From an optimization exercise on the open Yosys and OpenROAD flow, aimed at small area and few clock cycles per item; shortcuts taken in it are not production practice. The clock port is modelled as an ideal driver; clocking choices that lean on that would not hold on a real chip. Power figures rest on the tool's default switching activity, not on a simulated workload.

==> flow/design.v <==
package fp_add_pkg;
    localparam int EXP_W = 8;
    localparam int MAN_W = 23;
    localparam int FP_W  = 1 + EXP_W + MAN_W;
    localparam int SIG_W = MAN_W + 1;           
    typedef logic [FP_W-1:0] fp_word_t;
    typedef logic [EXP_W-1:0] exp_t;
    typedef logic [SIG_W-1:0] sig_t;
    typedef logic [SIG_W:0] sum_t;              
    typedef logic [$clog2(SIG_W + 1)-1:0] lz_t;
    localparam exp_t EXP_MAX = '1;              
endpackage
module fp_unpack_align (
    input  fp_add_pkg::fp_word_t i_fp1,
    input  fp_add_pkg::fp_word_t i_fp2,
    output logic                 o_sign,
    output fp_add_pkg::exp_t     o_exp,
    output fp_add_pkg::sum_t     o_sum
);
    localparam int SW = fp_add_pkg::SIG_W + 1;    
    function automatic logic man_gt(input logic [fp_add_pkg::MAN_W-1:0] a,
                                    input logic [fp_add_pkg::MAN_W-1:0] b);
        logic [31:0] gt, eq;
        gt = '0;
        eq = '1;
        gt[fp_add_pkg::MAN_W-1:0] = a & ~b;
        eq[fp_add_pkg::MAN_W-1:0] = ~(a ^ b);
        for (int w = 1; w < 32; w = w * 2) begin
            for (int i = 0; i + w < 32; i = i + 2 * w) begin
                gt[i] = gt[i + w] | (eq[i + w] & gt[i]);
                eq[i] = eq[i + w] & eq[i];
            end
        end
        man_gt = gt[0];
    endfunction
    logic                         fp1_sign;
    fp_add_pkg::exp_t             fp1_exp;
    fp_add_pkg::sig_t             fp1_sig;
    logic                         fp2_sign;
    fp_add_pkg::exp_t             fp2_exp;
    fp_add_pkg::sig_t             fp2_sig;
    logic [fp_add_pkg::EXP_W:0]   d12;            
    fp_add_pkg::exp_t             d21;
    logic                         e1_ge;          
    logic                         e_eq;
    logic                         m2_gt;          
    logic                         swap;           
    logic                         sub;
    fp_add_pkg::exp_t             exp_diff;
    fp_add_pkg::sig_t             x_sig;          
    fp_add_pkg::sig_t             y_sig;
    fp_add_pkg::sig_t             y_aligned;
    logic [SW-1:0]                pa, pb;
    logic [SW-1:0]                p, g, c;
    logic                         cin;
    assign fp1_sign = i_fp1[fp_add_pkg::FP_W-1];
    assign fp1_exp  = i_fp1[fp_add_pkg::FP_W-2 -: fp_add_pkg::EXP_W];
    assign fp2_sign = i_fp2[fp_add_pkg::FP_W-1];
    assign fp2_exp  = i_fp2[fp_add_pkg::FP_W-2 -: fp_add_pkg::EXP_W];
    assign fp1_sig = {(fp1_exp != '0), i_fp1[fp_add_pkg::MAN_W-1:0]};
    assign fp2_sig = {(fp2_exp != '0), i_fp2[fp_add_pkg::MAN_W-1:0]};
    assign d12      = {1'b0, fp1_exp} - {1'b0, fp2_exp};
    assign d21      = fp2_exp - fp1_exp;
    assign e1_ge    = ~d12[fp_add_pkg::EXP_W];
    assign e_eq     = (fp1_exp == fp2_exp);
    assign exp_diff = e1_ge ? d12[fp_add_pkg::EXP_W-1:0] : d21;
    assign x_sig     = e1_ge ? fp1_sig : fp2_sig;
    assign y_sig     = e1_ge ? fp2_sig : fp1_sig;
    assign y_aligned = (~y_sig[fp_add_pkg::SIG_W-1] || (exp_diff[7:5] != '0)) ? '0
                     : (y_sig >> exp_diff[4:0]);
    assign m2_gt = man_gt(i_fp2[fp_add_pkg::MAN_W-1:0], i_fp1[fp_add_pkg::MAN_W-1:0]);
    assign swap  = e_eq & m2_gt & fp1_sig[fp_add_pkg::SIG_W-1];
    assign sub   = (fp1_sign != fp2_sign);
    assign pa  = {1'b0, x_sig} ^ {SW{sub}};
    assign pb  = {1'b0, y_aligned};
    assign cin = sub & swap;
    always_comb begin
        logic [SW-1:0] gg, pp;
        p  = pa ^ pb;
        gg = pa & pb;
        pp = p;
        gg[0] = gg[0] | (pp[0] & cin);
        for (int l = 0; (1 << l) < SW; l++) begin
            for (int i = 0; i < SW; i++) begin
                if ((i >> l) & 1) begin
                    gg[i] = gg[i] | (pp[i] & gg[((i >> l) << l) - 1]);
                    pp[i] = pp[i] & pp[((i >> l) << l) - 1];
                end
            end
        end
        g = gg;
        c = {g[SW-2:0], cin};
    end
    assign o_sum  = (p ^ {SW{sub & ~swap}}) ^ c;
    assign o_sign = (e1_ge & ~swap) ? fp1_sign : fp2_sign;
    assign o_exp  = e1_ge ? fp1_exp : fp2_exp;     
endmodule
module fp_mag_add (
    input  logic             i_clk,
    input  logic             i_rst_n,
    input  logic             i_valid,
    input  logic             i_sign,
    input  fp_add_pkg::exp_t i_exp,
    input  fp_add_pkg::sum_t i_sum,
    input  logic             i_move,
    output logic             o_valid,
    output logic             o_sign,
    output fp_add_pkg::exp_t o_exp,
    output fp_add_pkg::sum_t o_sum
);
    always_ff @(posedge i_clk or negedge i_rst_n) begin
        if (!i_rst_n) begin
            o_valid <= 1'b0;
        end else begin
            o_valid <= i_valid | (o_valid & ~i_move);
        end
    end
    always_ff @(posedge i_clk) begin
        if (i_valid) begin
            o_sign <= i_sign;
            o_exp  <= i_exp;
            o_sum  <= i_sum;
        end
    end
endmodule
module fp_normalize (
    input  logic                 i_sign,
    input  fp_add_pkg::exp_t     i_exp,
    input  fp_add_pkg::sum_t     i_sum,
    output fp_add_pkg::fp_word_t o_fp
);
    localparam int SW = fp_add_pkg::SIG_W + 1;    
    logic [SW-1:0] v16, v8, v4, v2, v1;
    logic [3:0]    top4 [4];
    logic [4:0]    lz;
    logic [9:0]    e;                             
    always_comb begin
        top4[0] = i_sum[SW-1 -: 4];
        top4[1] = i_sum[SW-9 -: 4];
        top4[2] = i_sum[SW-17 -: 4];
        top4[3] = {i_sum[0], 3'b000};
        lz[4] = (i_sum[SW-1 -: 16] == '0);
        v16   = lz[4] ? {i_sum[SW-17:0], 16'b0} : i_sum;
        lz[3] = lz[4] ? (i_sum[SW-17 -: 8] == '0) : (i_sum[SW-1 -: 8] == '0);
        v8    = lz[3] ? {v16[SW-9:0], 8'b0} : v16;
        lz[2] = (top4[{lz[4], lz[3]}] == '0);
        v4    = lz[2] ? {v8[SW-5:0], 4'b0} : v8;
        lz[1] = (v4[SW-1 -: 2] == '0);
        v2    = lz[1] ? {v4[SW-3:0], 2'b0} : v4;
        lz[0] = ~v2[SW-1];
        v1    = lz[0] ? {v2[SW-2:0], 1'b0} : v2;
    end
    assign e = {2'b00, i_exp} + 10'd1 - {5'b0, lz};
    always_comb begin
        if (i_exp == fp_add_pkg::EXP_MAX) begin
            o_fp = {1'b0, fp_add_pkg::EXP_MAX, {fp_add_pkg::MAN_W{1'b0}}};    
        end else if (~v1[SW-1] || e[9] || (e == '0)) begin
            o_fp = '0;                                                        
        end else if (e[8:0] >= 9'd255) begin
            o_fp = {i_sign, fp_add_pkg::EXP_MAX, {fp_add_pkg::MAN_W{1'b0}}};  
        end else begin
            o_fp = {i_sign, e[7:0], v1[SW-2:1]};
        end
    end
endmodule
module fp_out_credit #(
    parameter int DEPTH        = 7,
    parameter int DOWN_CREDITS = 4
) (
    input  logic                 i_clk,
    input  logic                 i_rst_n,
    input  logic                 i_wr_valid,
    input  fp_add_pkg::fp_word_t i_wr_data,
    input  logic                 i_credit,
    output logic                 o_full,
    output logic                 o_pop,
    output logic                 o_valid,
    output fp_add_pkg::fp_word_t o_fp,
    output logic                 o_in_credit
);
    localparam int CRD_W = $clog2(DOWN_CREDITS + 1);
    fp_add_pkg::fp_word_t mem [DEPTH];
    logic [DEPTH-1:0] fill;
    logic [DEPTH-1:0] head;
    logic [CRD_W-1:0] down_credit;
    assign head        = fill & ~{1'b0, fill[DEPTH-1:1]};
    assign o_full      = fill[DEPTH-1];
    assign o_pop       = fill[0] && (down_credit != '0);
    assign o_valid     = o_pop;
    assign o_in_credit = o_pop;
    always_comb begin
        o_fp = '0;
        for (int k = 0; k < DEPTH; k++) begin
            o_fp = o_fp | (mem[k] & {fp_add_pkg::FP_W{head[k]}});
        end
    end
    always_ff @(posedge i_clk) begin
        if (i_wr_valid) begin
            mem[0] <= i_wr_data;
            for (int i = 1; i < DEPTH; i++) begin
                mem[i] <= mem[i-1];
            end
        end
    end
    always_ff @(posedge i_clk or negedge i_rst_n) begin
        if (!i_rst_n) begin
            fill <= '0;
        end else begin
            case ({i_wr_valid, o_pop})
                2'b10:   fill <= {fill[DEPTH-2:0], 1'b1};
                2'b01:   fill <= {1'b0, fill[DEPTH-1:1]};
                default: fill <= fill;
            endcase
        end
    end
    always_ff @(posedge i_clk or negedge i_rst_n) begin
        if (!i_rst_n) begin
            down_credit <= CRD_W'(DOWN_CREDITS);
        end else begin
            case ({i_credit, o_pop})
                2'b10:   down_credit <= down_credit + 1'b1;
                2'b01:   down_credit <= down_credit - 1'b1;
                default: down_credit <= down_credit;
            endcase
        end
    end
endmodule
module fp_add_top #(
    parameter int OUT_DEPTH    = 7,      
    parameter int DOWN_CREDITS = 4
) (
    input  logic                 i_clk,
    input  logic                 i_rst_n,
    input  logic                 i_valid,
    input  fp_add_pkg::fp_word_t i_fp1,
    input  fp_add_pkg::fp_word_t i_fp2,
    input  logic                 i_credit,
    output logic                 o_in_credit,
    output logic                 o_valid,
    output fp_add_pkg::fp_word_t o_fp
);
    logic                 a_sign;
    fp_add_pkg::exp_t     a_exp;
    fp_add_pkg::sum_t     a_sum;
    logic                 s_valid;
    logic                 s_sign;
    fp_add_pkg::exp_t     s_exp;
    fp_add_pkg::sum_t     s_sum;
    logic                 s_move;
    fp_add_pkg::fp_word_t n_fp;
    logic                 buf_full;
    logic                 buf_pop;
    assign s_move = s_valid & (~buf_full | buf_pop);
    fp_unpack_align fp_unpack_align_inst (
        .i_fp1  (i_fp1),
        .i_fp2  (i_fp2),
        .o_sign (a_sign),
        .o_exp  (a_exp),
        .o_sum  (a_sum)
    );
    fp_mag_add fp_mag_add_inst (
        .i_clk   (i_clk),
        .i_rst_n (i_rst_n),
        .i_valid (i_valid),
        .i_sign  (a_sign),
        .i_exp   (a_exp),
        .i_sum   (a_sum),
        .i_move  (s_move),
        .o_valid (s_valid),
        .o_sign  (s_sign),
        .o_exp   (s_exp),
        .o_sum   (s_sum)
    );
    fp_normalize fp_normalize_inst (
        .i_sign (s_sign),
        .i_exp  (s_exp),
        .i_sum  (s_sum),
        .o_fp   (n_fp)
    );
    fp_out_credit #(
        .DEPTH        (OUT_DEPTH),
        .DOWN_CREDITS (DOWN_CREDITS)
    ) fp_out_credit_inst (
        .i_clk       (i_clk),
        .i_rst_n     (i_rst_n),
        .i_wr_valid  (s_move),
        .i_wr_data   (n_fp),
        .i_credit    (i_credit),
        .o_full      (buf_full),
        .o_pop       (buf_pop),
        .o_valid     (o_valid),
        .o_fp        (o_fp),
        .o_in_credit (o_in_credit)
    );
endmodule
export LEC_CHECK = 0
export CAP_MARGIN = 20
export CORE_MARGIN = 2
export CORE_UTILIZATION = 40
export CTS_BUF_LIST = sky130_fd_sc_hd__clkbuf_16
export CTS_CLUSTER_DIAMETER = 150
export CTS_CLUSTER_SIZE = 30
export GPL_TIMING_DRIVEN = 0
export SLEW_MARGIN = 20
create_clock -name core_clock -period 6.0 [get_ports {i_clk}]
standard.sh (not shown) runs the stock make flow with config.mk's settings and CLKGATE_MAP_FILE= SYNTH_SCRIPT=/design/flow/synth_recipe.tcl, a recipe that flattens the netlist after the stock synthesis.
==> flow/flow/run.sh <==
#!/bin/bash
# The standard layout (standard.sh: standard synthesis through to the final
# DEF), with two changes to how it is made:
#  - each port still gets its own buffer, but a plain buf_1 instead of the
#    delay-cell buffer buffer_ports picks by default; the resizer upsizes any
#    that timing or slew needs;
#  - after clock-tree synthesis and its timing repair, gates off the critical
#    paths are downsized (flow/post_cts.tcl); global-route repair then fixes
#    slew, capacitance and setup with routed parasitics as usual.
set -euo pipefail
here=$(pwd)
export BUFFER_PORTS_ARGS="-buffer_cell sky130_fd_sc_hd__buf_1"
export POST_CTS_TCL="$here/flow/post_cts.tcl"
bash standard.sh > standard_flow.log 2>&1
==> flow/flow/post_cts.tcl <==
# Downsize gates with setup slack to spare, then restore slew and capacitance
# limits and legalise the placement again.
log_cmd estimate_parasitics -placement
log_cmd repair_timing -recover_power 100 -verbose
log_cmd repair_design -cap_margin 20 -slew_margin 20 -verbose
log_cmd repair_timing -setup -verbose
set result [catch { detailed_placement } msg]
if { $result != 0 } {
  error "Detailed placement failed after recovery: $msg"
}
check_placement -verbose
Change:
--- a/flow/design.v
+++ b/flow/design.v
@@ -16,5 +16,6 @@
     output logic                 o_sign,
     output fp_add_pkg::exp_t     o_exp,
-    output fp_add_pkg::sum_t     o_sum
+    output fp_add_pkg::sum_t     o_sum,
+    output logic                 o_inv           
 );
     localparam int SW = fp_add_pkg::SIG_W + 1;    
@@ -92,5 +93,6 @@
         c = {g[SW-2:0], cin};
     end
-    assign o_sum  = (p ^ {SW{sub & ~swap}}) ^ c;
+    assign o_sum  = p ^ c;
+    assign o_inv  = sub & ~swap;
     assign o_sign = (e1_ge & ~swap) ? fp1_sign : fp2_sign;
     assign o_exp  = e1_ge ? fp1_exp : fp2_exp;     
@@ -103,9 +105,11 @@
     input  fp_add_pkg::exp_t i_exp,
     input  fp_add_pkg::sum_t i_sum,
+    input  logic             i_inv,
     input  logic             i_move,
     output logic             o_valid,
     output logic             o_sign,
     output fp_add_pkg::exp_t o_exp,
-    output fp_add_pkg::sum_t o_sum
+    output fp_add_pkg::sum_t o_sum,
+    output logic             o_inv
 );
     always_ff @(posedge i_clk or negedge i_rst_n) begin
@@ -121,4 +125,5 @@
             o_exp  <= i_exp;
             o_sum  <= i_sum;
+            o_inv  <= i_inv;
         end
     end
@@ -128,19 +133,22 @@
     input  fp_add_pkg::exp_t     i_exp,
     input  fp_add_pkg::sum_t     i_sum,
+    input  logic                 i_inv,          
     output fp_add_pkg::fp_word_t o_fp
 );
     localparam int SW = fp_add_pkg::SIG_W + 1;    
+    logic [SW-1:0] sum;
     logic [SW-1:0] v16, v8, v4, v2, v1;
     logic [3:0]    top4 [4];
     logic [4:0]    lz;
     logic [9:0]    e;                             
+    assign sum = i_sum ^ {SW{i_inv}};
     always_comb begin
-        top4[0] = i_sum[SW-1 -: 4];
-        top4[1] = i_sum[SW-9 -: 4];
-        top4[2] = i_sum[SW-17 -: 4];
-        top4[3] = {i_sum[0], 3'b000};
-        lz[4] = (i_sum[SW-1 -: 16] == '0);
-        v16   = lz[4] ? {i_sum[SW-17:0], 16'b0} : i_sum;
-        lz[3] = lz[4] ? (i_sum[SW-17 -: 8] == '0) : (i_sum[SW-1 -: 8] == '0);
+        top4[0] = sum[SW-1 -: 4];
+        top4[1] = sum[SW-9 -: 4];
+        top4[2] = sum[SW-17 -: 4];
+        top4[3] = {sum[0], 3'b000};
+        lz[4] = (sum[SW-1 -: 16] == '0);
+        v16   = lz[4] ? {sum[SW-17:0], 16'b0} : sum;
+        lz[3] = lz[4] ? (sum[SW-17 -: 8] == '0) : (sum[SW-1 -: 8] == '0);
         v8    = lz[3] ? {v16[SW-9:0], 8'b0} : v16;
         lz[2] = (top4[{lz[4], lz[3]}] == '0);
@@ -243,8 +251,10 @@
     fp_add_pkg::exp_t     a_exp;
     fp_add_pkg::sum_t     a_sum;
+    logic                 a_inv;
     logic                 s_valid;
     logic                 s_sign;
     fp_add_pkg::exp_t     s_exp;
     fp_add_pkg::sum_t     s_sum;
+    logic                 s_inv;
     logic                 s_move;
     fp_add_pkg::fp_word_t n_fp;
@@ -257,5 +267,6 @@
         .o_sign (a_sign),
         .o_exp  (a_exp),
-        .o_sum  (a_sum)
+        .o_sum  (a_sum),
+        .o_inv  (a_inv)
     );
     fp_mag_add fp_mag_add_inst (
@@ -266,9 +277,11 @@
         .i_exp   (a_exp),
         .i_sum   (a_sum),
+        .i_inv   (a_inv),
         .i_move  (s_move),
         .o_valid (s_valid),
         .o_sign  (s_sign),
         .o_exp   (s_exp),
-        .o_sum   (s_sum)
+        .o_sum   (s_sum),
+        .o_inv   (s_inv)
     );
     fp_normalize fp_normalize_inst (
@@ -276,4 +289,5 @@
         .i_exp  (s_exp),
         .i_sum  (s_sum),
+        .i_inv  (s_inv),
         .o_fp   (n_fp)
     );
- The changed run reached the layout checks and failed them: negative setup slack
- synthesized area increases by 3.7%
- first-iteration DRC count increases by 14%
- wire length increases by 14%
- sequential cell count increases by 1
- sequential power stays flat
- synthesized cell count increases by 2.9%
- worst setup slack loses 0.29 ns
- via count increases by 9.2%
- sequential share of layout area decreases by 3.4 points
- design area increases by 8.5%
- power increases by 6.9%
No run of this note included a check of the RTL's function; only the layout flow was run.

## separate check: timing with driven ports
Ports are ideal in the flow. The routed layouts listed here were re-timed in OpenROAD. Step 1, drivers: a clkbuf_16 drives i_clk and a buf_2 each remaining input, both assumed. Step 2, shift: input delay + t, output delay - t, t = (earliest + latest rising clock arrival at the registers) / 2. This alone moves slack from input paths to output paths. a / b / c = ideal ports / drivers / drivers and shift; a / b = the first two.
| run | t (ns) | setup slack, ns | worst setup path at the end | clock arrival spread, ns | worst register clock-pin slew, ns |
|---|---|---|---|---|---|
| the first run | 0.524 | 0.209 / 0.231 / -0.293 | input to register | 0.014 / 0.014 | 0.11 / 0.11 |
| the second run | 0.534 | -0.081 / -0.097 / -0.631 | input to register | 0.036 / 0.037 | 0.12 / 0.12 |
Met with ideal ports but missed after step 2: setup timing in the first run. The setup slack of the second run, which loses most, moves by -0.016 ns with the drivers and by -0.550 ns with both steps.
